This design comes from an exercise in tuning for small area, a short achievable clock period and few clock cycles per item on the open sky130 flow, not from production work. At most, simulation tests tie the RTL to the original design; equivalence was not proved. No functional check of the RTL was part of runs 1 and 2.

File: run.sh
#!/bin/bash
# synth_recipe.tcl (not shown) runs the flow's synth.tcl, then flattens the netlist and writes it again
# the make line also repeats each setting of config.mk as NAME=value (left out here)
make -C /OpenROAD-flow-scripts/flow DESIGN_CONFIG=/design/flow/config.mk WORK_HOME=/design/flow/orfs CLKGATE_MAP_FILE= SYNTH_SCRIPT=/design/flow/synth_recipe.tcl finish
File: config.mk
export PLATFORM = sky130hd
export DESIGN_NAME = subbytes_stream
export DESIGN_NICKNAME = subbytes_stream
export VERILOG_FILES = /design/flow/design.v
export SDC_FILE = /design/flow/constraint.sdc
export NUM_CORES = 8
export LEC_CHECK = 0
export CAP_MARGIN = 20
export CORE_MARGIN = 2
export CORE_UTILIZATION = 45
export PLACE_DENSITY = 0.6
export SETUP_SLACK_MARGIN = 1.5
export SLEW_MARGIN = 20
export SYNTH_HIERARCHICAL = 1
export SYNTH_MINIMUM_KEEP_SIZE = 0
File: constraint.sdc
create_clock -name core_clock -period 5.5 [get_ports {clk}]
set_input_delay 1.1000 -clock core_clock [delete_from_list [all_inputs] [get_ports {clk}]]
set_output_delay 1.1000 -clock core_clock [all_outputs]
set_load 0.01 [all_outputs]
File: design.v
package aes_pkg;
   localparam int BYTE_W = 8;
   typedef logic [BYTE_W-1:0] lane_t;
endpackage
module sb_xor2 (input logic a, b, output logic y); assign y = a ^ b; endmodule
module sb_xnor2 (input logic a, b, output logic y); assign y = ~(a ^ b); endmodule
module sb_nand2 (input logic a, b, output logic y); assign y = ~(a & b); endmodule
module sb_nor2 (input logic a, b, output logic y); assign y = ~(a | b); endmodule
module sb_nand2b (input logic an, b, output logic y); assign y = ~(~an & b); endmodule
module sb_nor2b (input logic a, bn, output logic y); assign y = ~(a | ~bn); endmodule
module sb_mux2i (input logic s, a0, a1, output logic y); assign y = ~(s ? a1 : a0); endmodule
module sb_mux2 (input logic s, a0, a1, output logic y); assign y = s ? a1 : a0; endmodule
module sb_inv (input logic a, output logic y); assign y = ~a; endmodule
module sbox_st0 (input logic [7:0] si, input logic inv, output logic [11:0] so);
   logic n1;
   logic n2;
   logic n3;
   logic n4;
   logic n5;
   logic n6;
   logic n7;
   logic n8;
   logic n9;
   logic n10;
   logic n11;
   logic n12;
   logic n15;
   logic n16;
   logic n17;
   logic n18;
   logic n19;
   logic n20;
   logic n21;
   logic n22;
   logic T2;
   logic T3;
   logic T5;
   logic T6;
   logic T7;
   logic T8;
   logic T9;
   logic T11;
   logic T12;
   logic T14;
   logic T18;
   logic T20;
   logic T21;
   logic T22;
   logic T23;
   logic T24;
   logic T25;
   logic T26;
   logic T27;
   logic M1;
   logic M2;
   logic M3;
   logic M4;
   logic M5;
   logic M6;
   logic M7;
   logic M8;
   logic M9;
   logic M10;
   logic M11;
   logic M12;
   logic M13;
   logic M14;
   logic M15;
   logic M16;
   logic M17;
   logic M18;
   logic M19;
   sb_xor2 g0 (.a(si[2]), .b(si[5]), .y(n1));
   sb_xnor2 g1 (.a(si[1]), .b(si[6]), .y(n2));
   sb_xor2 g2 (.a(si[0]), .b(si[3]), .y(n3));
   sb_xor2 g3 (.a(si[4]), .b(si[7]), .y(n4));
   sb_xor2 g4 (.a(si[5]), .b(n3), .y(n5));
   sb_xnor2 g5 (.a(si[1]), .b(n4), .y(n6));
   sb_xor2 g6 (.a(si[2]), .b(n4), .y(n7));
   sb_xor2 g7 (.a(si[0]), .b(n1), .y(n8));
   sb_xor2 g8 (.a(si[6]), .b(n3), .y(n9));
   sb_xnor2 g9 (.a(si[4]), .b(n2), .y(n10));
   sb_xnor2 g10 (.a(si[3]), .b(n2), .y(n11));
   sb_xnor2 g11 (.a(si[7]), .b(n1), .y(n12));
   sb_mux2i g12 (.s(inv), .a0(si[0]), .a1(n12), .y(n15));
   sb_mux2i g13 (.s(inv), .a0(si[1]), .a1(n9), .y(n16));
   sb_mux2i g14 (.s(inv), .a0(si[2]), .a1(n6), .y(n17));
   sb_mux2i g15 (.s(inv), .a0(si[3]), .a1(n8), .y(n18));
   sb_mux2i g16 (.s(inv), .a0(si[4]), .a1(n11), .y(n19));
   sb_mux2i g17 (.s(inv), .a0(si[5]), .a1(n7), .y(n20));
   sb_mux2i g18 (.s(inv), .a0(si[6]), .a1(n5), .y(n21));
   sb_mux2i g19 (.s(inv), .a0(si[7]), .a1(n10), .y(n22));
   sb_xor2 g20 (.a(n22), .b(n19), .y(so[6]));
   sb_xor2 g21 (.a(n22), .b(n17), .y(T2));
   sb_xor2 g22 (.a(n22), .b(n16), .y(T3));
   sb_xor2 g23 (.a(n19), .b(n17), .y(so[7]));
   sb_xor2 g24 (.a(n18), .b(n16), .y(T5));
   sb_xor2 g25 (.a(so[6]), .b(T5), .y(T6));
   sb_xnor2 g26 (.a(n21), .b(n20), .y(T7));
   sb_xnor2 g27 (.a(n15), .b(T6), .y(T8));
   sb_xor2 g28 (.a(n15), .b(T7), .y(T9));
   sb_xnor2 g29 (.a(T6), .b(T7), .y(so[3]));
   sb_xor2 g30 (.a(n21), .b(n17), .y(T11));
   sb_xnor2 g31 (.a(n20), .b(n17), .y(T12));
   sb_xor2 g32 (.a(T3), .b(so[7]), .y(so[4]));
   sb_xnor2 g33 (.a(T6), .b(T11), .y(T14));
   sb_xor2 g34 (.a(T5), .b(T11), .y(so[2]));
   sb_xnor2 g35 (.a(T5), .b(T12), .y(so[0]));
   sb_xor2 g36 (.a(T9), .b(so[0]), .y(so[1]));
   sb_xnor2 g37 (.a(n19), .b(n15), .y(T18));
   sb_xor2 g38 (.a(T7), .b(T18), .y(so[5]));
   sb_xor2 g39 (.a(so[6]), .b(so[5]), .y(T20));
   sb_xor2 g40 (.a(n16), .b(n15), .y(T21));
   sb_xnor2 g41 (.a(T7), .b(T21), .y(T22));
   sb_xor2 g42 (.a(T2), .b(T22), .y(T23));
   sb_xnor2 g43 (.a(T2), .b(so[3]), .y(T24));
   sb_xnor2 g44 (.a(T20), .b(so[1]), .y(T25));
   sb_xnor2 g45 (.a(T3), .b(so[0]), .y(T26));
   sb_xnor2 g46 (.a(so[6]), .b(T12), .y(T27));
   sb_nand2 g47 (.a(so[4]), .b(T6), .y(M1));
   sb_nand2 g48 (.a(T23), .b(T8), .y(M2));
   sb_xor2 g49 (.a(T14), .b(M1), .y(M3));
   sb_nand2b g50 (.an(n15), .b(so[5]), .y(M4));
   sb_xnor2 g51 (.a(M4), .b(M1), .y(M5));
   sb_nand2 g52 (.a(T3), .b(so[0]), .y(M6));
   sb_nand2 g53 (.a(T22), .b(T9), .y(M7));
   sb_xor2 g54 (.a(T26), .b(M6), .y(M8));
   sb_nand2 g55 (.a(T20), .b(so[1]), .y(M9));
   sb_xor2 g56 (.a(M9), .b(M6), .y(M10));
   sb_nand2 g57 (.a(so[6]), .b(so[2]), .y(M11));
   sb_nand2 g58 (.a(so[7]), .b(T27), .y(M12));
   sb_xor2 g59 (.a(M12), .b(M11), .y(M13));
   sb_nand2 g60 (.a(T2), .b(so[3]), .y(M14));
   sb_xnor2 g61 (.a(M14), .b(M11), .y(M15));
   sb_xnor2 g62 (.a(M3), .b(M2), .y(M16));
   sb_xnor2 g63 (.a(M5), .b(T24), .y(M17));
   sb_xnor2 g64 (.a(M8), .b(M7), .y(M18));
   sb_xnor2 g65 (.a(M10), .b(M15), .y(M19));
   sb_xor2 g66 (.a(M16), .b(M13), .y(so[8]));
   sb_xor2 g67 (.a(M17), .b(M15), .y(so[9]));
   sb_xor2 g68 (.a(M18), .b(M13), .y(so[10]));
   sb_xnor2 g69 (.a(M19), .b(T25), .y(so[11]));
endmodule
module sbox_st1 (input logic [11:0] si, input logic inv, output logic [7:0] so);
   logic n10072;
   logic n10073;
   logic n10074;
   logic n10075;
   logic n10076;
   logic n10077;
   logic n10078;
   logic n10079;
   logic n10080;
   logic n10081;
   logic n10082;
   logic M24;
   logic M25;
   logic M26;
   logic M27;
   logic M28;
   logic M29;
   logic M30;
   logic M31;
   logic M32;
   logic M33;
   logic M34;
   logic M35;
   logic M36;
   logic M37;
   logic M38;
   logic M39;
   logic M40;
   logic M41;
   logic M42;
   logic M43;
   logic M44;
   logic M45;
   logic M46;
   logic M47;
   logic M48;
   logic M49;
   logic M50;
   logic M51;
   logic M52;
   logic M53;
   logic M54;
   logic M55;
   logic M56;
   logic M57;
   logic M58;
   logic M59;
   logic M60;
   logic M61;
   logic M62;
   logic M63;
   logic n23;
   logic n24;
   logic n25;
   logic n26;
   logic n27;
   logic n28;
   logic n29;
   logic n30;
   logic n31;
   logic n32;
   logic n33;
   logic n34;
   logic n35;
   logic n36;
   logic n37;
   logic n38;
   logic n39;
   logic n40;
   logic n41;
   logic n42;
   logic n45;
   logic n46;
   logic n49;
   logic n50;
   logic n52;
   sb_xnor2 g0 (.a(si[0]), .b(si[3]), .y(n10072));
   sb_xor2 g1 (.a(si[4]), .b(si[5]), .y(n10073));
   sb_xor2 g2 (.a(si[6]), .b(si[7]), .y(n10074));
   sb_xnor2 g3 (.a(si[2]), .b(n10072), .y(n10075));
   sb_xnor2 g4 (.a(si[1]), .b(n10072), .y(n10076));
   sb_xor2 g5 (.a(si[1]), .b(si[2]), .y(n10077));
   sb_xor2 g6 (.a(si[0]), .b(si[1]), .y(n10078));
   sb_xor2 g7 (.a(si[2]), .b(si[3]), .y(n10079));
   sb_xor2 g8 (.a(si[4]), .b(si[7]), .y(n10080));
   sb_xor2 g9 (.a(n10073), .b(n10074), .y(n10081));
   sb_xor2 g10 (.a(si[5]), .b(si[6]), .y(n10082));
   sb_xnor2 g11 (.a(si[10]), .b(si[11]), .y(M24));
   sb_nand2 g12 (.a(si[10]), .b(si[8]), .y(M25));
   sb_xor2 g13 (.a(si[9]), .b(M25), .y(M26));
   sb_xnor2 g14 (.a(si[8]), .b(si[9]), .y(M27));
   sb_xor2 g15 (.a(si[11]), .b(M25), .y(M28));
   sb_nor2 g16 (.a(M28), .b(M27), .y(M29));
   sb_nor2 g17 (.a(M26), .b(M24), .y(M30));
   sb_nand2 g18 (.a(si[8]), .b(si[11]), .y(M31));
   sb_nor2 g19 (.a(M27), .b(M31), .y(M32));
   sb_xnor2 g20 (.a(M27), .b(M25), .y(M33));
   sb_nand2 g21 (.a(si[9]), .b(si[10]), .y(M34));
   sb_nor2 g22 (.a(M24), .b(M34), .y(M35));
   sb_xor2 g23 (.a(M24), .b(M25), .y(M36));
   sb_xor2 g24 (.a(si[9]), .b(M29), .y(M37));
   sb_xnor2 g25 (.a(M32), .b(M33), .y(M38));
   sb_xor2 g26 (.a(si[11]), .b(M30), .y(M39));
   sb_xor2 g27 (.a(M35), .b(M36), .y(M40));
   sb_xor2 g28 (.a(M38), .b(M40), .y(M41));
   sb_xor2 g29 (.a(M37), .b(M39), .y(M42));
   sb_xor2 g30 (.a(M37), .b(M38), .y(M43));
   sb_xor2 g31 (.a(M39), .b(M40), .y(M44));
   sb_xor2 g32 (.a(M42), .b(M41), .y(M45));
   sb_nand2 g33 (.a(M44), .b(n10075), .y(M46));
   sb_nand2 g34 (.a(M40), .b(n10076), .y(M47));
   sb_nand2 g35 (.a(M39), .b(n10077), .y(M48));
   sb_nand2 g36 (.a(M43), .b(si[0]), .y(M49));
   sb_nand2 g37 (.a(M38), .b(n10078), .y(M50));
   sb_nand2 g38 (.a(M37), .b(si[1]), .y(M51));
   sb_nand2 g39 (.a(M42), .b(si[2]), .y(M52));
   sb_nand2 g40 (.a(M45), .b(n10079), .y(M53));
   sb_nand2 g41 (.a(M41), .b(si[3]), .y(M54));
   sb_nand2 g42 (.a(M44), .b(si[4]), .y(M55));
   sb_nand2 g43 (.a(M40), .b(n10073), .y(M56));
   sb_nand2 g44 (.a(M39), .b(si[5]), .y(M57));
   sb_nand2 g45 (.a(M43), .b(n10080), .y(M58));
   sb_nand2 g46 (.a(M38), .b(n10081), .y(M59));
   sb_nand2 g47 (.a(M37), .b(n10082), .y(M60));
   sb_nand2 g48 (.a(M42), .b(si[6]), .y(M61));
   sb_nand2 g49 (.a(M45), .b(si[7]), .y(M62));
   sb_nand2 g50 (.a(M41), .b(n10074), .y(M63));
   sb_xor2 g51 (.a(M61), .b(M62), .y(n23));
   sb_xor2 g52 (.a(M56), .b(n23), .y(n24));
   sb_xnor2 g53 (.a(M50), .b(n24), .y(n25));
   sb_xnor2 g54 (.a(M49), .b(n25), .y(n26));
   sb_xor2 g55 (.a(M47), .b(M55), .y(n27));
   sb_xor2 g56 (.a(M46), .b(M58), .y(n28));
   sb_xor2 g57 (.a(M48), .b(n28), .y(n29));
   sb_xor2 g58 (.a(M54), .b(n29), .y(n30));
   sb_xnor2 g59 (.a(M53), .b(n26), .y(n31));
   sb_xnor2 g60 (.a(M51), .b(M59), .y(n32));
   sb_xnor2 g61 (.a(n23), .b(n32), .y(n33));
   sb_xnor2 g62 (.a(M60), .b(n30), .y(n34));
   sb_xor2 g63 (.a(M46), .b(n27), .y(n35));
   sb_xnor2 g64 (.a(M52), .b(n24), .y(n36));
   sb_xor2 g65 (.a(M63), .b(n34), .y(n37));
   sb_xor2 g66 (.a(M53), .b(n35), .y(n38));
   sb_xor2 g67 (.a(M50), .b(n33), .y(n39));
   sb_xnor2 g68 (.a(M54), .b(M58), .y(n40));
   sb_xnor2 g69 (.a(M48), .b(n25), .y(n41));
   sb_xnor2 g70 (.a(M51), .b(n41), .y(n42));
   sb_xnor2 g71 (.a(n26), .b(n35), .y(so[4]));
   sb_xnor2 g72 (.a(n36), .b(n38), .y(so[6]));
   sb_xnor2 g73 (.a(n29), .b(n33), .y(n45));
   sb_xnor2 g74 (.a(M61), .b(n37), .y(n46));
   sb_xor2 g75 (.a(M52), .b(n46), .y(so[5]));
   sb_xor2 g76 (.a(n27), .b(n42), .y(so[3]));
   sb_xor2 g77 (.a(n31), .b(n34), .y(n49));
   sb_xnor2 g78 (.a(M53), .b(n39), .y(n50));
   sb_xor2 g79 (.a(n40), .b(n50), .y(so[1]));
   sb_xnor2 g80 (.a(M55), .b(n31), .y(n52));
   sb_xnor2 g81 (.a(M49), .b(n45), .y(so[0]));
   sb_xnor2 g82 (.a(M57), .b(n49), .y(so[2]));
   sb_xnor2 g83 (.a(M52), .b(n52), .y(so[7]));
endmodule
module sbox_st2 (input logic [7:0] si, input logic inv, output logic [7:0] so);
   logic n56;
   logic n57;
   logic n58;
   logic n59;
   logic n60;
   logic n61;
   logic n62;
   logic n63;
   logic n64;
   logic n65;
   logic n66;
   logic n67;
   sb_xor2 g0 (.a(si[0]), .b(si[3]), .y(n56));
   sb_xnor2 g1 (.a(si[4]), .b(si[7]), .y(n57));
   sb_xnor2 g2 (.a(si[1]), .b(si[6]), .y(n58));
   sb_xnor2 g3 (.a(si[2]), .b(si[5]), .y(n59));
   sb_xnor2 g4 (.a(si[4]), .b(n58), .y(n60));
   sb_xor2 g5 (.a(si[5]), .b(n56), .y(n61));
   sb_xor2 g6 (.a(si[6]), .b(n56), .y(n62));
   sb_xnor2 g7 (.a(si[3]), .b(n58), .y(n63));
   sb_xor2 g8 (.a(si[1]), .b(n57), .y(n64));
   sb_xnor2 g9 (.a(si[2]), .b(n57), .y(n65));
   sb_xor2 g10 (.a(si[7]), .b(n59), .y(n66));
   sb_xnor2 g11 (.a(si[0]), .b(n59), .y(n67));
   sb_mux2i g12 (.s(inv), .a0(si[0]), .a1(n66), .y(so[0]));
   sb_mux2i g13 (.s(inv), .a0(si[1]), .a1(n62), .y(so[1]));
   sb_mux2i g14 (.s(inv), .a0(si[2]), .a1(n64), .y(so[2]));
   sb_mux2i g15 (.s(inv), .a0(si[3]), .a1(n67), .y(so[3]));
   sb_mux2i g16 (.s(inv), .a0(si[4]), .a1(n63), .y(so[4]));
   sb_mux2i g17 (.s(inv), .a0(si[5]), .a1(n65), .y(so[5]));
   sb_mux2i g18 (.s(inv), .a0(si[6]), .a1(n61), .y(so[6]));
   sb_mux2i g19 (.s(inv), .a0(si[7]), .a1(n60), .y(so[7]));
endmodule
module subbytes_stream
#(
   parameter int LANES      = 16,
   parameter int CNT_W      = 32
) (
   input  logic                    clk,
   input  logic                    rst,
   input  logic                    in_valid,
   output logic                    in_ready,
   input  logic [aes_pkg::BYTE_W*LANES-1:0] in_data,
   input  logic                    in_inv,
   input  logic                    in_last,
   output logic                    out_valid,
   input  logic                    out_ready,
   output logic [aes_pkg::BYTE_W*LANES-1:0] out_data,
   output logic                    out_last,
   output logic [CNT_W-1:0]        beat_count
);
   localparam int W1 = 12;
   localparam int W2 = 8;
   logic [W1*LANES-1:0] s1_d, s1_q;
   logic [W2*LANES-1:0] s2_d, s2_q;
   logic [2:1] inv_q, last_q, valid_q;
   logic load, in_fire;
   logic [CNT_W-1:0] cnt_q, cnt_d;
   genvar gi;
   for (gi = 0; gi < LANES; gi++) begin : g_lane
      sbox_st0 u_st0 (.si(in_data[aes_pkg::BYTE_W*gi +: aes_pkg::BYTE_W]), .inv(in_inv), .so(s1_d[W1*gi +: W1]));
      sbox_st1 u_st1 (.si(s1_q[W1*gi +: W1]), .inv(inv_q[1]), .so(s2_d[W2*gi +: W2]));
      sbox_st2 u_st2 (.si(s2_q[W2*gi +: W2]), .inv(inv_q[2]), .so(out_data[aes_pkg::BYTE_W*gi +: aes_pkg::BYTE_W]));
   end
   assign load      = ~valid_q[2] | out_ready;
   assign in_ready  = load;
   assign in_fire   = in_valid & load;
   assign out_valid = valid_q[2];
   assign out_last  = last_q[2];
   beat_count_next #(.W(CNT_W)) u_cnt (.q(cnt_q), .inc(in_fire), .d(cnt_d));
   assign beat_count = cnt_q;
   always_ff @(posedge clk or posedge rst) begin
      if (rst) begin
         valid_q <= '0;
         cnt_q   <= '0;
      end else begin
         if (load) valid_q <= {valid_q[2-1:1], in_valid};
         cnt_q <= cnt_d;
      end
   end
   always_ff @(posedge clk) begin
      if (load) begin
         s1_q <= s1_d;
         inv_q[1] <= in_inv;
         last_q[1] <= in_last;
         s2_q <= s2_d;
         inv_q[2] <= inv_q[1];
         last_q[2] <= last_q[1];
      end
   end
endmodule
module beat_count_next
#(
   parameter int W = 32
) (
   input  logic [W-1:0] q,
   input  logic         inc,
   output logic [W-1:0] d
);
   logic [W-1:0] ones, tn;
   always_comb begin
      ones[0] = 1'b1;
      for (int i = 1; i < W; i++) ones[i] = ones[i-1] & q[i-1];
   end
   sb_xor2 u_b0 (.a(q[0]), .b(inc), .y(d[0]));
   assign tn[0] = 1'b0;
   genvar gi;
   for (gi = 1; gi < W; gi++) begin : g_bit
      sb_nand2 u_t (.a(inc), .b(ones[gi]), .y(tn[gi]));
      sb_xnor2 u_d (.a(q[gi]), .b(tn[gi]), .y(d[gi]));
   end
endmodule
==> results of run 1 <==
==> cells in the final DEF (no fill, tap or decap), drive strengths merged, types with 4 or more instances in the layout <==
cell type	n
dfrtp	34
edfxtp	324
xor2	1073
nand4	6
buf	13
clkinv	17
nand2b	17
nor4	8
clkdlybuf4s50	294
bufinv	5
inv	11
mux2i	256
nor3	10
xnor2	943
and2	5
clkinvlp	7
clkbuf	53
nand2	504
nor2	70
nand3	7
and3	4
==> registers in the layout, summed over array words and instances (netlist names) <==
name     count
inv_q        2
valid_q      2
cnt_q       32
s1_q       192
last_q       2
s2_q       128
==> final timing paths <==
path | start | endpoint | slack [ns]
worst max-delay path | s1_q[155]$_DFFE_PP_ | s2_q[98]$_DFFE_PP_ | 1.69
worst min-delay path | inv_q[1]$_DFFE_PP_ | inv_q[2]$_DFFE_PP_ | 0.42
worst max register to register | s1_q[155]$_DFFE_PP_ | s2_q[98]$_DFFE_PP_ | 1.69
worst min register to register | inv_q[1]$_DFFE_PP_ | inv_q[2]$_DFFE_PP_ | 0.42
max in group asynchronous | rst | cnt_q[5]$_DFF_PP0_ | 4.25
min in group asynchronous | rst | valid_q[2]$_DFFE_PP0P_ | 0.92
==> per-layer routing <==
layer	global-route usage, %	vias up	wire length [um]
li1	-	11241	-
met2	31.90	329	34070
met3	2.459	89	2500
met1	22.10	10363	30620
met4	4.666	2	1508
met5	0	-	12
==> worst reg2reg max path: cells and delay by family (launching register included) <==
kind,cells,cell delay (ns)
flip-flops,1,0.50
XOR/XNOR,12,2.97
AND/OR/NAND/NOR,1,0.09
==> per-module statistics from Yosys (local to each module, per instance), excerpt <==
| module | times used | flops+latches |
|---|---|---|
| subbytes_stream | 1 | 358 |
| sb_xor2 | 1073 | 0 |
| sb_nand2 | 495 | 0 |
| sb_nand2b | 16 | 0 |
| sb_nor2 | 64 | 0 |
| sb_xnor2 | 943 | 0 |
| sb_mux2i | 256 | 0 |
==> timing repair <==
action / in CTS / in global routing
endpoints found under the setup margin: 1 / 45
resized for setup: 1 / 116
setup buffers: 0 / 3
hold buffers: 0 / 0
pin swaps: 0 / 18
==> metrics by stage <==
stage	hold WS [ns]	std cells	setup WS, ns
finish	0.4184	4628	1.694
global route	0.4273	4628	1.458
CTS	0.4200	4623	1.549
detailed placement	0.4062	4541	1.048
global placement	0.4042	4541	1.094
floorplan	0.4003	3278	-0.2884
==> Yosys cell counts, drive strengths merged, types with 7 or more instances <==
cell	count
xor2	1073
xnor2	943
nand2	504
edfxtp	324
mux2i	256
nor2	70
dfrtp	34
nand2b	17
inv	10
nor3	10
nor4	8
nand3	7
==> final cells by class <==
| class | instances | area, um2 |
|---|---|---|
| antenna | 2 | 5.005 |
| clock buffer | 52 | 1195 |
| inverter | 10 | 37.54 |
| fill | 6388 | 33150 |
| tap | 959 | 1200 |
| timing repair buffer | 309 | 3117 |
| sequential | 358 | 10580 |
| clock inverter | 30 | 287.8 |
| multi-input combinational | 2908 | 23640 |
==> cells by family (layout without fill, tap and decap cells) <==
family	after synthesis	after routing	synth area share [%]
XOR/XNOR	2016	2016	52.83
AND/OR/NAND/NOR	635	635	7.660
flip-flops	358	358	31.66
multiplexers	257	257	7.712
buffers and inverters	12	401	0.1385
other	0	2	0
==> impl_metrics.py, run 1 <==
metrics = {
    "status": {
        "outcome": "finished clean",
    },
    "clock_network": {
        "worstSkewPairLatency_ns": 0.57,
        "clock_sinks": 358,
        "cts.htree.levels": 2,
        "cts_root_buf": "clkbuf_16",
        "cts_tree": "built",
        "cts.clk_slew.worst_paths_ns": 0.06,
        "cts_buffers": 45,
        "cts_buffer_depth": 3,
    },
    "floorplanning": {
        "ioPinCount": 297,
        "fp.dieW_um": 276.5,
        "fp.dieArea_um2": 76460,
        "start_util_pct": 45.65,
        "die_y_um": 276.5,
        "core_area_um2": 73210,
        "placementRows": 99,
    },
    "worst_setup_path": {
        "cp.depth": 13,
        "worstPathCellList": "xnor2_2 > xor2_1 > xor2_2 > xor2_1 > xor2_1 > nand2_1 > xor2_1 > xor2_1 > xnor2_1 > xnor2_1 > xnor2_1 > xor2_1 > xnor2_1",
        "cp.required_ns": 5.80,
        "critPathMaxStageDelay_ns": 0.50,
        "cp-end-kind": "flip-flop",
        "slowest_stage": "edfxtp_1",
        "reg2regPathDepth": 13,
        "cp_data_arrival_time_ns": 4.11,
        "startpoint_type": "flip-flop",
        "crit_top_cell": "xor2_1",
        "cp_num_buf_inv": 0,
        "cp_max_fo": 4,
        "cp_top_family": "XOR/XNOR gates",
        "worst-setup-path-type": "flip-flop to flip-flop",
    },
    "timing": {
        "max_freq_mhz": 262.8,
        "rsz0062_at_grt": "yes",
        "maxSlewViolCount": 0,
        "tightestPinTransition_ns": 1.003,
        "fin_crit_ns": 3.806,
        "slew-limit-headroom_pct": 33.15,
        "setup_viol": 0,
        "period_share_pct": 69.19,
        "tns_ns": 0,
        "hold_violations": 0,
        "finalClockSkew_ns": 0.01966,
    },
    "routing": {
        "drc": 0,
        "totalWireLength_mm": 68.72,
        "dr.pass1.iters": 5,
        "final_antenna_net_count": 0,
        "via_per_inst": 4.759,
        "vias": 22024,
        "post_drt_wl_per_cell_um": 14.85,
        "drt_iter0_drc": 895,
    },
    "logic_synthesis": {
        "synth.top_cell.area_share_pct": 29.11,
        "synth_area_um2": 33420,
        "ys_types": 25,
        "synth_top_area_cell": "edfxtp_1",
        "synth_seq_area_share_pct": 31.66,
        "synthCells": 3278,
        "synth_edf_count": 324,
        "synth.net_count": 3412,
        "synth-seq-cells": 358,
        "async_flop_share_pct": 9.497,
        "synth_top_cells_by_area": "edfxtp_1 29%, xor2_1 28%, xnor2_1 25%",
        "ys.flop_type": "edfxtp_1",
        "syn_area_per_cell_um2": 10.20,
        "yosys_warnings": 8,
    },
    "placement": {
        "dpl_cell_area_um2": 37700,
        "gp_congestion": 0.8897,
        "hpwlAfterDp_mm": 55.46,
        "portBuffers": 296,
    },
    "global_routing": {
        "grt_max_degree": 195,
        "grt_pass1_wl_mm": 113.8,
        "grt_pass1_vias": 23103,
        "grt_overflow": 0,
        "gr-usage-all-layers_pct": 17.71,
        "antenna_found_initial": 4,
    },
    "layout": {
        "area_growth_pct": 19.87,
        "final_core_util_pct": 54.72,
        "fin_nets": 3766,
        "fin_area_um2": 40060,
        "layout-drive-gt1-share_pct": 5.563,
    },
    "hold_path": {
        "hold_class": "flip-flop to flip-flop",
        "hold_path_depth": 0,
    },
    "job": {
        "maxCapViolations": 0,
    },
}
==> inputs of run 2 (changes only) <==
--- a/config.mk
+++ b/config.mk
@@ -7,8 +7,8 @@
 export LEC_CHECK = 0
 export CAP_MARGIN = 20
 export CORE_MARGIN = 2
-export CORE_UTILIZATION = 45
-export PLACE_DENSITY = 0.6
+export CORE_UTILIZATION = 60
+export PLACE_DENSITY = 0.7
 export SETUP_SLACK_MARGIN = 1.5
 export SLEW_MARGIN = 20
 export SYNTH_HIERARCHICAL = 1
==> run 2 against run 1 <==
Effect of this change: still clean on timing, DRC and antenna; setup slack worse by 0.040 ns; design area down 0.81%; synthesized cell count unchanged; first-iteration DRC count down 10%; critical path depth down 10; critical path type is now flip-flop to primary output; highest routed layer unchanged.
==> impl_metrics.py, run 2 <==
metrics = {
    "placement": {
        "dpl.cell_count": 4332,
        "hpwlAfterDp_mm": 53.26,
        "gp_congestion": 0.9100,
        "portBuffers": 296,
        "place_worst_setup_slack_ns": 0.9901,
    },
    "status": {
        "outcome": "finished clean",
    },
    "clock_network": {
        "cts_tree": "built",
        "holdBufCountCts": 0,
        "clock_sinks": 358,
        "cts_buffer_depth": 3,
        "cts_root_buf": "clkbuf_16",
        "worstSkewPairLatency_ns": 0.57,
        "cts_buffers": 42,
        "cts.htree.levels": 2,
        "cts.clk_slew.worst_paths_ns": 0.05,
    },
    "worst_setup_path": {
        "cp.required_ns": 4.40,
        "worst-setup-path-type": "flip-flop to primary output",
        "worstPathCellList": "buf_4 > mux2i_1 > clkdlybuf4s50_1",
        "slowest_stage": "buf_4",
        "critPathMaxStageDelay_ns": 0.69,
        "cp_data_arrival_time_ns": 2.75,
        "cp_max_fo": 48,
        "cp-end-kind": "primary output",
        "startpoint_type": "flip-flop",
    },
    "timing": {
        "setup_viol": 0,
        "rsz0062_at_grt": "yes",
        "finalClockSkew_ns": 0.01661,
        "layout_setup_ws_ns": 1.655,
        "maxSlewViolCount": 0,
        "tns_ns": 0,
        "period_share_pct": 69.92,
        "fin_crit_ns": 3.845,
        "tightestPinTransition_ns": 0.9916,
        "slew-limit-headroom_pct": 33.89,
        "hold_violations": 0,
        "hold_slack_ns": 0.4205,
        "max_freq_mhz": 260.1,
    },
    "layout": {
        "top_register": "s1_q",
        "area_growth_pct": 18.90,
        "final_common_cell": "xor2_1",
        "final_cell_mix": "998 x xor2_1, 908 x xnor2_1, 504 x nand2_1, 324 x edfxtp_1, 295 x clkdlybuf4s50_1",
        "largest_reg_flops": 192,
        "fin_nets": 3768,
        "reg_top3": "s1_q (192), s2_q (128), cnt_q (32)",
        "fin_cells": 4417,
        "layout-drive-gt1-share_pct": 5.427,
    },
    "routing": {
        "post_drt_wl_per_cell_um": 15.20,
        "totalWireLength_mm": 67.12,
        "drc": 0,
        "via_per_inst": 5.061,
        "final_antenna_net_count": 0,
        "dr.pass1.iters": 5,
        "vias": 22355,
        "drt_iter0_drc": 802,
    },
    "logic_synthesis": {
        "ys_types": 25,
        "synth_top_cells_by_area": "edfxtp_1 29%, xor2_1 28%, xnor2_1 25%",
        "synth_top_area_cell": "edfxtp_1",
        "synth.net_count": 3412,
        "synthCells": 3278,
        "synth_seq_area_share_pct": 31.66,
        "netlist_top_cells_count": "1073 x xor2_1, 943 x xnor2_1, 504 x nand2_1",
        "synth-seq-cells": 358,
        "yosysMostFrequentCell": "xor2_1",
        "synth_edf_count": 324,
        "async_flop_share_pct": 9.497,
        "syn_area_per_cell_um2": 10.20,
        "synth_area_um2": 33420,
        "synth.top_cell.area_share_pct": 29.11,
        "yosys_warnings": 8,
        "ys.flop_type": "edfxtp_1",
    },
    "hold_path": {
        "hold_class": "flip-flop to flip-flop",
    },
    "global_routing": {
        "antenna_found_initial": 2,
        "grt_overflow": 0,
        "grt_pass1_wl_mm": 108.7,
        "gr-usage-all-layers_pct": 22.80,
        "grt_max_degree": 82,
        "grt_pass1_vias": 22766,
    },
    "floorplanning": {
        "placementRows": 86,
        "core_area_um2": 55090,
        "start_util_pct": 60.66,
        "ioPinCount": 297,
        "fp.dieW_um": 240.0,
        "die_y_um": 240.0,
        "fp.dieArea_um2": 57600,
    },
    "job": {
        "maxCapViolations": 0,
    },
}
==> run 2: cell counts after synthesis <==
No cell type changed its count.
==> run 2: path summary, 6_finish.rpt <==
check,from,endpoint,slack [ns],depth (start not counted)
max in group asynchronous,rst,cnt_q[11]$_DFF_PP0_,4.23,3
worst max-delay path,inv_q[2]$_DFFE_PP_,out_data[28],1.65,3
worst min-delay path,inv_q[1]$_DFFE_PP_,inv_q[2]$_DFFE_PP_,0.42,0
worst max register to register,s1_q[93]$_DFFE_PP_,s2_q[58]$_DFFE_PP_,1.69,13
worst min register to register,inv_q[1]$_DFFE_PP_,inv_q[2]$_DFFE_PP_,0.42,0
min in group asynchronous,rst,cnt_q[31]$_DFF_PP0_,0.95,3
==> run 2: cell families (layout without fill, tap and decap cells) <==
kind of cell / after synthesis / in the layout / synth area share [%]
XOR/XNOR: 2016 / 2016 / 52.83
buffers and inverters: 12 / 401 / 0.1385
flip-flops: 358 / 358 / 31.66
multiplexers: 257 / 257 / 7.712
other: 0 / 2 / 0
AND/OR/NAND/NOR: 635 / 635 / 7.660
==> run 2: layout make-up <==
class                   count  area, um2
clock inverters            15      168.9
clock buffers              62       1241
flip-flops and latches    358      10580
diodes                      2      5.005
inverters                  10      37.54
multi-input cells        2908      23630
fillers                  4060      15360
well taps                 748      935.9
repair buffers            314       3137
==> run 2: per-layer routing <==
| layer | share of wire (%) | wire length [um] | GRT usage, % | up-vias |
|---|---|---|---|---|
| met5 | 0.045 | 30 | 0 | - |
| met2 | 50 | 33880 | 40.88 | 391 |
| li1 | - | - | - | 11229 |
| met4 | 2.6 | 1768 | 7.002 | 4 |
| met3 | 3.6 | 2441 | 3.215 | 110 |
| met1 | 43 | 29000 | 28.31 | 10621 |
==> run 2: repair_timing <==
action | 4_1_cts | 5_1_grt
setup endpoints to repair | 0 | 46
setup buffers | 0 | 6
resized for setup | 0 | 113
==> run 2: modules after synthesis (local to each module, per instance), excerpt <==
module,times used,flip-flops and latches,cell area (um2),cells inside
sb_mux2i,256,0,10.01,1
sb_nand2,495,0,3.754,1
sb_xor2,1073,0,8.758,1
sb_nand2b,16,0,6.256,1
sb_nor2,64,0,3.754,1
sb_xnor2,943,0,8.758,1
==> run 2: through the flow <==
stage          area, um2  utilization [%]
5_1_grt            39730            72.12
6_report           39740            72.13
3_5_place_dp       37440            67.96
3_3_place_gp       37440            67.96
4_1_cts            38850            70.52
2_1_floorplan      33420                -
==> run 2: worst max-delay path, delay by kind of cell, from the launching register on <==
family,cells,cell delay (ns)
buf+inv,2,1.31
mux,1,0.46
flops,1,0.39
==> inputs of run 3 (changes only) <==
--- a/design.v
+++ b/design.v
@@ -142,17 +142,17 @@
    sb_xnor2 g69 (.a(M19), .b(T25), .y(so[11]));
 endmodule
 module sbox_st1 (input logic [11:0] si, input logic inv, output logic [7:0] so);
-   logic n10072;
-   logic n10073;
-   logic n10074;
-   logic n10075;
-   logic n10076;
    logic n10077;
    logic n10078;
    logic n10079;
    logic n10080;
    logic n10081;
    logic n10082;
+   logic n10083;
+   logic n10084;
+   logic n10085;
+   logic n10086;
+   logic n10087;
    logic M24;
    logic M25;
    logic M26;
@@ -213,22 +213,27 @@
    logic n40;
    logic n41;
    logic n42;
+   logic n43;
+   logic n44;
    logic n45;
    logic n46;
+   logic n47;
+   logic n48;
    logic n49;
    logic n50;
+   logic n51;
    logic n52;
-   sb_xnor2 g0 (.a(si[0]), .b(si[3]), .y(n10072));
-   sb_xor2 g1 (.a(si[4]), .b(si[5]), .y(n10073));
-   sb_xor2 g2 (.a(si[6]), .b(si[7]), .y(n10074));
-   sb_xnor2 g3 (.a(si[2]), .b(n10072), .y(n10075));
-   sb_xnor2 g4 (.a(si[1]), .b(n10072), .y(n10076));
-   sb_xor2 g5 (.a(si[1]), .b(si[2]), .y(n10077));
-   sb_xor2 g6 (.a(si[0]), .b(si[1]), .y(n10078));
-   sb_xor2 g7 (.a(si[2]), .b(si[3]), .y(n10079));
-   sb_xor2 g8 (.a(si[4]), .b(si[7]), .y(n10080));
-   sb_xor2 g9 (.a(n10073), .b(n10074), .y(n10081));
-   sb_xor2 g10 (.a(si[5]), .b(si[6]), .y(n10082));
+   sb_xor2 g0 (.a(si[0]), .b(si[3]), .y(n10077));
+   sb_xor2 g1 (.a(si[4]), .b(si[5]), .y(n10078));
+   sb_xor2 g2 (.a(si[6]), .b(si[7]), .y(n10079));
+   sb_xor2 g3 (.a(si[2]), .b(n10077), .y(n10080));
+   sb_xor2 g4 (.a(si[1]), .b(n10077), .y(n10081));
+   sb_xor2 g5 (.a(si[1]), .b(si[2]), .y(n10082));
+   sb_xor2 g6 (.a(si[0]), .b(si[1]), .y(n10083));
+   sb_xor2 g7 (.a(si[2]), .b(si[3]), .y(n10084));
+   sb_xor2 g8 (.a(si[4]), .b(si[7]), .y(n10085));
+   sb_xor2 g9 (.a(n10078), .b(n10079), .y(n10086));
+   sb_xor2 g10 (.a(si[5]), .b(si[6]), .y(n10087));
    sb_xnor2 g11 (.a(si[10]), .b(si[11]), .y(M24));
    sb_nand2 g12 (.a(si[10]), .b(si[8]), .y(M25));
    sb_xor2 g13 (.a(si[9]), .b(M25), .y(M26));
@@ -251,64 +256,64 @@
    sb_xor2 g30 (.a(M37), .b(M38), .y(M43));
    sb_xor2 g31 (.a(M39), .b(M40), .y(M44));
    sb_xor2 g32 (.a(M42), .b(M41), .y(M45));
-   sb_nand2 g33 (.a(M44), .b(n10075), .y(M46));
-   sb_nand2 g34 (.a(M40), .b(n10076), .y(M47));
-   sb_nand2 g35 (.a(M39), .b(n10077), .y(M48));
+   sb_nand2 g33 (.a(M44), .b(n10080), .y(M46));
+   sb_nand2 g34 (.a(M40), .b(n10081), .y(M47));
+   sb_nand2 g35 (.a(M39), .b(n10082), .y(M48));
    sb_nand2 g36 (.a(M43), .b(si[0]), .y(M49));
-   sb_nand2 g37 (.a(M38), .b(n10078), .y(M50));
+   sb_nand2 g37 (.a(M38), .b(n10083), .y(M50));
    sb_nand2 g38 (.a(M37), .b(si[1]), .y(M51));
    sb_nand2 g39 (.a(M42), .b(si[2]), .y(M52));
-   sb_nand2 g40 (.a(M45), .b(n10079), .y(M53));
+   sb_nand2 g40 (.a(M45), .b(n10084), .y(M53));
    sb_nand2 g41 (.a(M41), .b(si[3]), .y(M54));
    sb_nand2 g42 (.a(M44), .b(si[4]), .y(M55));
-   sb_nand2 g43 (.a(M40), .b(n10073), .y(M56));
+   sb_nand2 g43 (.a(M40), .b(n10078), .y(M56));
    sb_nand2 g44 (.a(M39), .b(si[5]), .y(M57));
-   sb_nand2 g45 (.a(M43), .b(n10080), .y(M58));
-   sb_nand2 g46 (.a(M38), .b(n10081), .y(M59));
-   sb_nand2 g47 (.a(M37), .b(n10082), .y(M60));
+   sb_nand2 g45 (.a(M43), .b(n10085), .y(M58));
+   sb_nand2 g46 (.a(M38), .b(n10086), .y(M59));
+   sb_nand2 g47 (.a(M37), .b(n10087), .y(M60));
    sb_nand2 g48 (.a(M42), .b(si[6]), .y(M61));
    sb_nand2 g49 (.a(M45), .b(si[7]), .y(M62));
-   sb_nand2 g50 (.a(M41), .b(n10074), .y(M63));
+   sb_nand2 g50 (.a(M41), .b(n10079), .y(M63));
    sb_xor2 g51 (.a(M61), .b(M62), .y(n23));
-   sb_xor2 g52 (.a(M56), .b(n23), .y(n24));
-   sb_xnor2 g53 (.a(M50), .b(n24), .y(n25));
-   sb_xnor2 g54 (.a(M49), .b(n25), .y(n26));
-   sb_xor2 g55 (.a(M47), .b(M55), .y(n27));
-   sb_xor2 g56 (.a(M46), .b(M58), .y(n28));
-   sb_xor2 g57 (.a(M48), .b(n28), .y(n29));
-   sb_xor2 g58 (.a(M54), .b(n29), .y(n30));
-   sb_xnor2 g59 (.a(M53), .b(n26), .y(n31));
-   sb_xnor2 g60 (.a(M51), .b(M59), .y(n32));
-   sb_xnor2 g61 (.a(n23), .b(n32), .y(n33));
-   sb_xnor2 g62 (.a(M60), .b(n30), .y(n34));
-   sb_xor2 g63 (.a(M46), .b(n27), .y(n35));
-   sb_xnor2 g64 (.a(M52), .b(n24), .y(n36));
-   sb_xor2 g65 (.a(M63), .b(n34), .y(n37));
-   sb_xor2 g66 (.a(M53), .b(n35), .y(n38));
-   sb_xor2 g67 (.a(M50), .b(n33), .y(n39));
-   sb_xnor2 g68 (.a(M54), .b(M58), .y(n40));
-   sb_xnor2 g69 (.a(M48), .b(n25), .y(n41));
-   sb_xnor2 g70 (.a(M51), .b(n41), .y(n42));
-   sb_xnor2 g71 (.a(n26), .b(n35), .y(so[4]));
-   sb_xnor2 g72 (.a(n36), .b(n38), .y(so[6]));
-   sb_xnor2 g73 (.a(n29), .b(n33), .y(n45));
-   sb_xnor2 g74 (.a(M61), .b(n37), .y(n46));
-   sb_xor2 g75 (.a(M52), .b(n46), .y(so[5]));
-   sb_xor2 g76 (.a(n27), .b(n42), .y(so[3]));
-   sb_xor2 g77 (.a(n31), .b(n34), .y(n49));
-   sb_xnor2 g78 (.a(M53), .b(n39), .y(n50));
-   sb_xor2 g79 (.a(n40), .b(n50), .y(so[1]));
-   sb_xnor2 g80 (.a(M55), .b(n31), .y(n52));
-   sb_xnor2 g81 (.a(M49), .b(n45), .y(so[0]));
-   sb_xnor2 g82 (.a(M57), .b(n49), .y(so[2]));
-   sb_xnor2 g83 (.a(M52), .b(n52), .y(so[7]));
+   sb_xnor2 g52 (.a(M50), .b(M56), .y(n24));
+   sb_xor2 g53 (.a(M46), .b(M48), .y(n25));
+   sb_xor2 g54 (.a(M47), .b(M55), .y(n26));
+   sb_xnor2 g55 (.a(M54), .b(M58), .y(n27));
+   sb_xnor2 g56 (.a(M49), .b(M61), .y(n28));
+   sb_xnor2 g57 (.a(M62), .b(n28), .y(n29));
+   sb_xor2 g58 (.a(M46), .b(n26), .y(n30));
+   sb_xnor2 g59 (.a(M51), .b(M59), .y(n31));
+   sb_xor2 g60 (.a(M52), .b(M53), .y(n32));
+   sb_xor2 g61 (.a(M53), .b(n27), .y(n33));
+   sb_xor2 g62 (.a(M60), .b(n25), .y(n34));
+   sb_xor2 g63 (.a(M48), .b(M51), .y(n35));
+   sb_xnor2 g64 (.a(M50), .b(n23), .y(n36));
+   sb_xor2 g65 (.a(M52), .b(M61), .y(n37));
+   sb_xor2 g66 (.a(M55), .b(n24), .y(n38));
+   sb_xnor2 g67 (.a(M56), .b(n23), .y(n39));
+   sb_xnor2 g68 (.a(M57), .b(n24), .y(n40));
+   sb_xnor2 g69 (.a(M58), .b(n31), .y(n41));
+   sb_xnor2 g70 (.a(M63), .b(n27), .y(n42));
+   sb_xnor2 g71 (.a(n23), .b(n24), .y(n43));
+   sb_xnor2 g72 (.a(n24), .b(n30), .y(n44));
+   sb_xor2 g73 (.a(n26), .b(n35), .y(n45));
+   sb_xor2 g74 (.a(n41), .b(n25), .y(n46));
+   sb_xnor2 g75 (.a(n38), .b(n32), .y(n47));
+   sb_xnor2 g76 (.a(n29), .b(n33), .y(n48));
+   sb_xnor2 g77 (.a(n30), .b(n32), .y(n49));
+   sb_xor2 g78 (.a(n31), .b(n33), .y(n50));
+   sb_xor2 g79 (.a(n34), .b(n37), .y(n51));
+   sb_xor2 g80 (.a(n34), .b(n40), .y(n52));
+   sb_xnor2 g81 (.a(n29), .b(n47), .y(so[7]));
+   sb_xor2 g82 (.a(n39), .b(n49), .y(so[6]));
+   sb_xor2 g83 (.a(n42), .b(n51), .y(so[5]));
+   sb_xnor2 g84 (.a(n29), .b(n44), .y(so[4]));
+   sb_xnor2 g85 (.a(n43), .b(n45), .y(so[3]));
+   sb_xnor2 g86 (.a(n48), .b(n52), .y(so[2]));
+   sb_xnor2 g87 (.a(n36), .b(n50), .y(so[1]));
+   sb_xor2 g88 (.a(n29), .b(n46), .y(so[0]));
 endmodule
 module sbox_st2 (input logic [7:0] si, input logic inv, output logic [7:0] so);
-   logic n56;
-   logic n57;
-   logic n58;
-   logic n59;
-   logic n60;
    logic n61;
    logic n62;
    logic n63;
@@ -316,26 +321,31 @@
    logic n65;
    logic n66;
    logic n67;
-   sb_xor2 g0 (.a(si[0]), .b(si[3]), .y(n56));
-   sb_xnor2 g1 (.a(si[4]), .b(si[7]), .y(n57));
-   sb_xnor2 g2 (.a(si[1]), .b(si[6]), .y(n58));
-   sb_xnor2 g3 (.a(si[2]), .b(si[5]), .y(n59));
-   sb_xnor2 g4 (.a(si[4]), .b(n58), .y(n60));
-   sb_xor2 g5 (.a(si[5]), .b(n56), .y(n61));
-   sb_xor2 g6 (.a(si[6]), .b(n56), .y(n62));
-   sb_xnor2 g7 (.a(si[3]), .b(n58), .y(n63));
-   sb_xor2 g8 (.a(si[1]), .b(n57), .y(n64));
-   sb_xnor2 g9 (.a(si[2]), .b(n57), .y(n65));
-   sb_xor2 g10 (.a(si[7]), .b(n59), .y(n66));
-   sb_xnor2 g11 (.a(si[0]), .b(n59), .y(n67));
-   sb_mux2i g12 (.s(inv), .a0(si[0]), .a1(n66), .y(so[0]));
-   sb_mux2i g13 (.s(inv), .a0(si[1]), .a1(n62), .y(so[1]));
-   sb_mux2i g14 (.s(inv), .a0(si[2]), .a1(n64), .y(so[2]));
-   sb_mux2i g15 (.s(inv), .a0(si[3]), .a1(n67), .y(so[3]));
-   sb_mux2i g16 (.s(inv), .a0(si[4]), .a1(n63), .y(so[4]));
-   sb_mux2i g17 (.s(inv), .a0(si[5]), .a1(n65), .y(so[5]));
-   sb_mux2i g18 (.s(inv), .a0(si[6]), .a1(n61), .y(so[6]));
-   sb_mux2i g19 (.s(inv), .a0(si[7]), .a1(n60), .y(so[7]));
+   logic n68;
+   logic n69;
+   logic n70;
+   logic n71;
+   logic n72;
+   sb_xor2 g0 (.a(si[0]), .b(si[3]), .y(n61));
+   sb_xnor2 g1 (.a(si[4]), .b(si[7]), .y(n62));
+   sb_xnor2 g2 (.a(si[1]), .b(si[6]), .y(n63));
+   sb_xnor2 g3 (.a(si[2]), .b(si[5]), .y(n64));
+   sb_xnor2 g4 (.a(si[4]), .b(n63), .y(n65));
+   sb_xor2 g5 (.a(si[5]), .b(n61), .y(n66));
+   sb_xor2 g6 (.a(si[6]), .b(n61), .y(n67));
+   sb_xnor2 g7 (.a(si[3]), .b(n63), .y(n68));
+   sb_xor2 g8 (.a(si[1]), .b(n62), .y(n69));
+   sb_xnor2 g9 (.a(si[2]), .b(n62), .y(n70));
+   sb_xor2 g10 (.a(si[7]), .b(n64), .y(n71));
+   sb_xnor2 g11 (.a(si[0]), .b(n64), .y(n72));
+   sb_mux2i g12 (.s(inv), .a0(si[0]), .a1(n71), .y(so[0]));
+   sb_mux2i g13 (.s(inv), .a0(si[1]), .a1(n67), .y(so[1]));
+   sb_mux2i g14 (.s(inv), .a0(si[2]), .a1(n69), .y(so[2]));
+   sb_mux2i g15 (.s(inv), .a0(si[3]), .a1(n72), .y(so[3]));
+   sb_mux2i g16 (.s(inv), .a0(si[4]), .a1(n68), .y(so[4]));
+   sb_mux2i g17 (.s(inv), .a0(si[5]), .a1(n70), .y(so[5]));
+   sb_mux2i g18 (.s(inv), .a0(si[6]), .a1(n66), .y(so[6]));
+   sb_mux2i g19 (.s(inv), .a0(si[7]), .a1(n65), .y(so[7]));
 endmodule
 module subbytes_stream
 #(
--- a/config.mk
+++ b/config.mk
@@ -7,9 +7,9 @@
 export LEC_CHECK = 0
 export CAP_MARGIN = 20
 export CORE_MARGIN = 2
-export CORE_UTILIZATION = 60
-export PLACE_DENSITY = 0.7
-export SETUP_SLACK_MARGIN = 1.5
+export CORE_UTILIZATION = 45
+export PLACE_DENSITY = 0.6
+export SETUP_SLACK_MARGIN = 1.8
 export SLEW_MARGIN = 20
 export SYNTH_HIERARCHICAL = 1
 export SYNTH_MINIMUM_KEEP_SIZE = 0
==> run 3 against run 2 <==
Effect of this change: still clean on timing, DRC and antenna; critical path type is now input pin to flip-flop; global-route usage is 4.9 points lower.
==> impl_metrics.py, run 3 <==
metrics = {
    "status": {
        "outcome": "finished clean",
    },
    "worst_setup_path": {
        "worst-setup-path-type": "input pin to flip-flop",
        "cp_max_fo": 4,
        "cp_data_arrival_time_ns": 3.97,
        "cp-end-kind": "flip-flop",
        "slowest_stage": "clkdlybuf4s50_1",
        "reg2regPathDepth": 9,
        "worstPathCellList": "clkdlybuf4s50_1 > xor2_1 > xor2_1 > mux2i_1 > xor2_2 > xor2_2 > xnor2_1 > nand2_1 > xnor2_1 > xnor2_1 > xnor2_1",
        "crit_top_cell": "xnor2_1",
        "critPathMaxStageDelay_ns": 0.53,
        "cp.required_ns": 5.82,
        "startpoint_type": "input pin",
    },
    "global_routing": {
        "grt_pass1_wl_mm": 116.1,
        "antenna_found_initial": 0,
        "gr-usage-all-layers_pct": 17.93,
        "grt_overflow": 0,
        "grt_pass1_vias": 23368,
        "grt_max_degree": 166,
    },
    "logic_synthesis": {
        "synth_area_um2": 34120,
        "yosysMostFrequentCell": "xor2_1",
        "netlist_top_cells_count": "1185 x xor2_1, 911 x xnor2_1, 504 x nand2_1",
        "yosys_warnings": 8,
        "ys.flop_type": "edfxtp_1",
        "syn_area_per_cell_um2": 10.16,
        "async_flop_share_pct": 9.497,
        "synthCells": 3358,
        "synth_top_cells_by_area": "xor2_1 30%, edfxtp_1 29%, xnor2_1 23%",
        "ys_types": 25,
        "synth.net_count": 3492,
        "synth_top_area_cell": "xor2_1",
        "synth-seq-cells": 358,
        "synth_seq_area_share_pct": 31.01,
        "synth_edf_count": 324,
        "synth.top_cell.area_share_pct": 30.42,
    },
    "floorplanning": {
        "fp.dieArea_um2": 78040,
        "die_y_um": 279.4,
        "start_util_pct": 45.68,
        "placementRows": 100,
        "fp.dieW_um": 279.4,
        "core_area_um2": 74700,
        "ioPinCount": 297,
    },
    "clock_network": {
        "cts_buffers": 44,
        "clock_sinks": 358,
        "cts_buffer_depth": 3,
        "cts_root_buf": "clkbuf_16",
        "worstSkewPairLatency_ns": 0.57,
        "cts.htree.levels": 2,
        "cts_tree": "built",
        "cts.clk_slew.worst_paths_ns": 0.06,
    },
    "timing": {
        "fin_crit_ns": 3.645,
        "hold_slack_ns": 0.4229,
        "max_freq_mhz": 274.3,
        "maxSlewViolCount": 0,
        "rsz0062_at_grt": "yes",
        "finalClockSkew_ns": 0.01579,
        "tightestPinTransition_ns": 0.9626,
        "period_share_pct": 66.28,
        "slew-limit-headroom_pct": 35.83,
        "hold_violations": 0,
        "setup_viol": 0,
    },
    "routing": {
        "drc": 0,
        "final_antenna_net_count": 0,
        "via_per_inst": 4.745,
        "dr.pass1.iters": 5,
        "vias": 22522,
        "totalWireLength_mm": 71.03,
        "post_drt_wl_per_cell_um": 14.97,
        "drt_iter0_drc": 868,
    },
    "placement": {
        "dpl.cell_count": 4632,
        "hpwlAfterDp_mm": 56.31,
        "gp_congestion": 0.8459,
        "dpl_cell_area_um2": 38420,
        "portBuffers": 296,
    },
    "layout": {
        "fin_area_um2": 41250,
        "final_core_util_pct": 55.22,
        "reg_top3": "s1_q (192), s2_q (128), cnt_q (32)",
        "fin_cells": 4746,
        "antennaDiodeCount": 0,
        "fin_nets": 3880,
        "layout-drive-gt1-share_pct": 7.678,
        "top_register": "s1_q",
        "final_cell_mix": "1129 x xor2_1, 874 x xnor2_1, 504 x nand2_1, 324 x edfxtp_1, 294 x clkdlybuf4s50_1",
        "final_common_cell": "xor2_1",
        "largest_reg_flops": 192,
        "area_growth_pct": 20.89,
        "n_fill_cell": 6497,
    },
    "hold_path": {
        "hold_path_depth": 0,
        "hold_class": "flip-flop to flip-flop",
    },
    "job": {
        "maxCapViolations": 0,
    },
}
run 3: changes by cell type in the layout (fill, tap and decap cells not counted), sizes merged, moves of 2 or more:
cell / delta
bufbuf: +2
xor2: +112
buf: +27
inv: +4
xnor2: -32
diode: -2
bufinv: -3
run 3: worst paths after layout:
path	startpoint	to	slack [ns]
min reg2reg	inv_q[1]$_DFFE_PP_	inv_q[2]$_DFFE_PP_	0.42
max reg2reg	s1_q[105]$_DFFE_PP_	s2_q[66]$_DFFE_PP_	2.33
min in group asynchronous	rst	cnt_q[26]$_DFF_PP0_	0.94
max	in_data[27]	s1_q[47]$_DFFE_PP_	1.85
max in group asynchronous	rst	cnt_q[17]$_DFF_PP0_	4.24
min	inv_q[1]$_DFFE_PP_	inv_q[2]$_DFFE_PP_	0.42
run 3: worst max-delay path: cells and delay by family:
family | cells | cell delay, ns
XOR/XNOR | 8 | 1.80
AND/OR/NAND/NOR | 1 | 0.11
buffers and inverters | 1 | 0.53
multiplexers | 1 | 0.42
run 3: final cells by class:
class	instances	area, um2	area share, %
multi-input cells	2988	24630	59.72
flip-flops and latches	358	10580	25.65
repair buffers	344	3457	8.381
inverters	10	37.54	0.09099
clock buffers	62	1220	2.957
clock inverters	15	108.9	0.2639
well taps	969	1212	2.939
run 3: through the flow:
step	setup TNS [ns]	worst slack, ns
finish	0	1.855
global route	0	1.668
CTS	0	1.803
detailed placement	0	0.9769
global placement	0	1.088
floorplan	-36.91	-0.2884
run 3: modules after synthesis, one instance, submodules excluded, a selection:
module | flops+latches | cells inside | times used
subbytes_stream | 358 | 363 | 1
sb_mux2i | 0 | 1 | 256
sb_xnor2 | 0 | 1 | 911
sb_xor2 | 0 | 1 | 1185
sb_nand2b | 0 | 1 | 16
sb_nand2 | 0 | 1 | 495
sb_nor2 | 0 | 1 | 64
run 3: cells by family after synthesis:
| family | share of synthesized area, % |
|---|---|
| buffers and inverters | 0.1357 |
| flip-flops | 31.01 |
| XOR/XNOR | 53.80 |
| multiplexers | 7.554 |
| AND/OR/NAND/NOR | 7.502 |
run 3: per-layer routing:
| metal | wire length (um) | global-route usage (%) | vias up |
|---|---|---|---|
| li1 | - | - | 11545 |
| met1 | 32410 | 23.37 | 10552 |
| met2 | 34390 | 30.98 | 330 |
| met3 | 2489 | 2.535 | 95 |
| met4 | 1737 | 5.004 | 0 |
| met5 | 0 | 0 | - |
run 3: timing repair:
item | 4_1_cts | 5_1_grt
pin swaps | 0 | 27
gates resized for setup | 52 | 139
buffers inserted | 2 | 33
gates cloned | 2 | 0
hold buffers | 0 | 0
endpoints found under the setup margin | 65 | 39
Testbench counts of run 3, summed over its fixed seeds: cycles 4,112, items 4,096.
==> inputs of run 4 (changes only) <==
==> flow/run.sh (new file) <==
#!/bin/bash
# The standard layout (standard.sh), except that the port buffers that
# buffer_ports inserts are sky130_fd_sc_hd__buf_2 cells instead of its default pick.
set -euo pipefail
export BUFFER_PORTS_ARGS="-buffer_cell sky130_fd_sc_hd__buf_2"
bash standard.sh > standard_make.log 2>&1
==> standard.sh (new file) <==
#!/bin/bash
# synth_recipe.tcl (not shown) runs the flow's synth.tcl, then flattens the netlist and writes it again
# the make line also repeats each setting of config.mk as NAME=value (left out here)
make -C /OpenROAD-flow-scripts/flow DESIGN_CONFIG=/design/flow/config.mk WORK_HOME=/design/flow/orfs CLKGATE_MAP_FILE= SYNTH_SCRIPT=/design/flow/synth_recipe.tcl "${@:-finish}"
removed: run.sh
==> run 4 against run 3 <==
Effect of this change: still clean; critical path depth down 1; flip-flop and latch count unchanged; global-route usage down 1.5 points; via count down 3.1%; setup slack better by 0.11 ns; first-iteration DRC count down 22%; synthesized cell count unchanged; synthesized area unchanged; die area unchanged; highest routed layer is now met5.
==> impl_metrics.py, run 4 <==
metrics = {
    "logic_synthesis": {
        "synth_seq_area_share_pct": 31.01,
        "synth_edf_count": 324,
        "synth.top_cell.area_share_pct": 30.42,
        "synthCells": 3358,
        "syn_area_per_cell_um2": 10.16,
        "async_flop_share_pct": 9.497,
        "yosys_warnings": 8,
        "synth_top_area_cell": "xor2_1",
        "netlist_top_cells_count": "1185 x xor2_1, 911 x xnor2_1, 504 x nand2_1",
        "ys.flop_type": "edfxtp_1",
        "synth_area_um2": 34120,
        "yosysMostFrequentCell": "xor2_1",
        "synth_top_cells_by_area": "xor2_1 30%, edfxtp_1 29%, xnor2_1 23%",
        "synth-seq-cells": 358,
        "ys_types": 25,
        "synth.net_count": 3492,
    },
    "clock_network": {
        "cts_root_buf": "clkbuf_16",
        "cts_buffers": 47,
        "post_cts_buffers": 0,
        "cts_tree": "built",
        "worstSkewPairLatency_ns": 0.58,
        "clock_sinks": 358,
        "cts_buffer_depth": 3,
        "cts.clk_slew.worst_paths_ns": 0.05,
        "cts.htree.levels": 2,
    },
    "layout": {
        "n_fill_cell": 6978,
        "regArea_um2": 10580,
        "multi_input_area_um2": 23790,
        "antennaDiodeCount": 0,
        "final_core_util_pct": 51.98,
        "final_common_cell": "xor2_1",
        "top_register": "s1_q",
        "reg_top3": "s1_q (192), s2_q (128), cnt_q (32)",
        "area_growth_pct": 13.79,
        "fin_nets": 3849,
        "fin_area_um2": 38830,
        "layout-drive-gt1-share_pct": 11.69,
        "largest_reg_flops": 192,
        "final_cell_mix": "1157 x xor2_1, 911 x xnor2_1, 504 x nand2_1, 324 x edfxtp_1, 295 x buf_2",
    },
    "floorplanning": {
        "core_area_um2": 74700,
        "start_util_pct": 45.68,
        "fp.dieArea_um2": 78040,
        "die_y_um": 279.4,
        "ioPinCount": 297,
        "fp.dieW_um": 279.4,
        "placementRows": 100,
    },
    "worst_setup_path": {
        "cp.required_ns": 5.83,
        "reg2reg_to": "s2_q[82]$_DFFE_PP_",
        "ff2ff_setup_slack_ns": 2.40,
        "reg2regPathDepth": 9,
        "cp_data_arrival_time_ns": 3.86,
        "worst-setup-path-type": "input pin to flip-flop",
        "cp_max_fo": 40,
        "r2r-start": "s1_q[131]$_DFFE_PP_",
        "startpoint_type": "input pin",
        "cp-end-kind": "flip-flop",
    },
    "placement": {
        "place_worst_setup_slack_ns": 1.141,
        "gp_congestion": 0.8334,
        "portBuffers": 296,
        "dpl_cell_area_um2": 36960,
        "hpwlAfterDp_mm": 52.52,
    },
    "timing": {
        "tns_ns": 0,
        "period_share_pct": 64.30,
        "maxSlewViolCount": 0,
        "hold_slack_ns": 0.4201,
        "fin_crit_ns": 3.537,
        "slew-limit-headroom_pct": 40.40,
        "layout_setup_ws_ns": 1.963,
        "setup_viol": 0,
        "max_freq_mhz": 282.8,
        "hold_violations": 0,
        "tightestPinTransition_ns": 0.8940,
        "finalClockSkew_ns": 0.01089,
        "rsz0062_at_grt": "yes",
    },
    "hold_path": {
        "min_from": "last_q[1]$_DFFE_PP_",
        "hold_class": "flip-flop to flip-flop",
        "hold_path_depth": 0,
        "hold-path-endpoint": "last_q[2]$_DFFE_PP_",
    },
    "global_routing": {
        "grt_pass1_vias": 21603,
        "grt_pass1_wl_mm": 106.4,
        "antenna_found_initial": 3,
        "gr-usage-all-layers_pct": 16.38,
        "grt_overflow": 0,
        "grt_max_degree": 135,
    },
    "routing": {
        "final_antenna_net_count": 0,
        "via_per_inst": 4.624,
        "drc": 0,
        "post_drt_wl_per_cell_um": 13.74,
        "dr.pass1.iters": 5,
        "drt_iter0_drc": 677,
        "totalWireLength_mm": 64.80,
        "vias": 21813,
    },
    "job": {
        "maxCapViolations": 0,
    },
    "status": {
        "outcome": "finished clean",
    },
}
==> run 4: area by class of cell <==
class | count | share of cell area [%]
clock buffer | 52 | 3.132
clock inverter | 30 | 0.8959
inverter | 10 | 0.09667
multi-input combinational | 2988 | 61.28
sequential | 358 | 27.25
tap | 969 | 3.123
timing repair buffer | 310 | 4.228
==> run 4: repair_timing <==
action,CTS,global route
gates resized for setup,7,47
hold buffers,0,0
gates cloned,0,0
setup endpoints to repair,46,28
==> run 4: stage by stage <==
step,instances
2_1_floorplan,3358
3_3_place_gp,4635
3_5_place_dp,4635
4_1_cts,4717
5_1_grt,4717
6_report,4717
==> run 4: how the worst max path moves through the flow <==
stage / start / endpoint / slack (ns)
2_1_floorplan: inv_q[2]$_DFFE_PP_ / out_data[0] / -0.29
4_1_cts: inv_q[2]$_DFFE_PP_ / out_data[79] / 1.77
5_1_grt: in_inv / s1_q[11]$_DFFE_PP_ / 1.72
6_report: in_inv / s1_q[11]$_DFFE_PP_ / 1.96
3_5_place_dp: in_inv / s1_q[143]$_DFFE_PP_ / 1.14
3_3_place_gp: in_inv / s1_q[131]$_DFFE_PP_ / 1.22
==> run 4: Yosys stat by module (local to each module, per instance), a selection <==
module           copies in the design  flip-flops and latches  cells
subbytes_stream                     1                     358    363
sb_mux2i                          256                       0      1
sb_xnor2                          911                       0      1
sb_xor2                          1185                       0      1
sb_nand2b                          16                       0      1
sb_nand2                          495                       0      1
sb_nor2                            64                       0      1
==> run 4: logic make-up (layout without fill, tap and decap cells) <==
logic type	after synthesis	after routing	synth area share, %
xor gates and xnor gates	2096	2096	53.80
muxes	257	257	7.554
and+or+nand+nor	635	635	7.502
buffers and inverters	12	402	0.1357
DFF	358	358	31.01
==> run 4: critical path, cell delays in order <==
cell	delay (ns)
buf_8	0.32
buf_12	0.35
mux2i_1	0.44
xor2_1	0.44
xor2_2	0.32
xnor2_1	0.22
nand2_1	0.10
xnor2_1	0.25
xnor2_1	0.12
xnor2_1	0.13
==> run 4: routing by layer <==
layer | vias to the layer above | share of wire [%] | wire [um] | track usage (%)
met2 | 264 | 48 | 31160 | 28.45
met5 | - | 0.042 | 27 | 0
met4 | 4 | 2.2 | 1421 | 4.370
met3 | 77 | 3.2 | 2074 | 2.302
met1 | 9978 | 46 | 30110 | 21.32
li1 | 11490 | - | - | -

==> separate check: timing with driven ports <==
Ports are ideal in the flow. The routed layouts listed here were re-timed in OpenROAD.
Step 1 sets driving cells, clkbuf_16 on the clock port and buf_2 on the other inputs (assumed; they add their load-dependent delay and slew).
Step 2 times the ports against the registers' clock, not the clock port: input delays grow and output delays shrink by t, the midpoint of the rising clock arrivals with the driver on.
Slacks: no drivers / after step 1 / after step 2; pairs: no drivers / after step 1.
run | t, ns | setup WS [ns] | latest minus earliest clock arrival (ns) | worst register clock-pin slew, ns | worst slew at a driven data input, ns
run 1 | 0.627 | 1.694 / 1.664 / 1.103 | 0.020 / 0.019 | 0.06 / 0.06 | 0.10
run 2 | 0.618 | 1.655 / 1.598 / 1.088 | 0.018 / 0.018 | 0.06 / 0.06 | 0.10
run 3 | 0.621 | 1.855 / 1.858 / 1.267 | 0.017 / 0.017 | 0.06 / 0.06 | 0.06
run 4 | 0.631 | 1.963 / 1.957 / 1.326 | 0.015 / 0.015 | 0.06 / 0.06 | 0.08
After both steps every run listed still meets setup and hold. The setup slack of run 4, which loses most, moves by -0.006 ns with the drivers and by -0.637 ns with both steps.
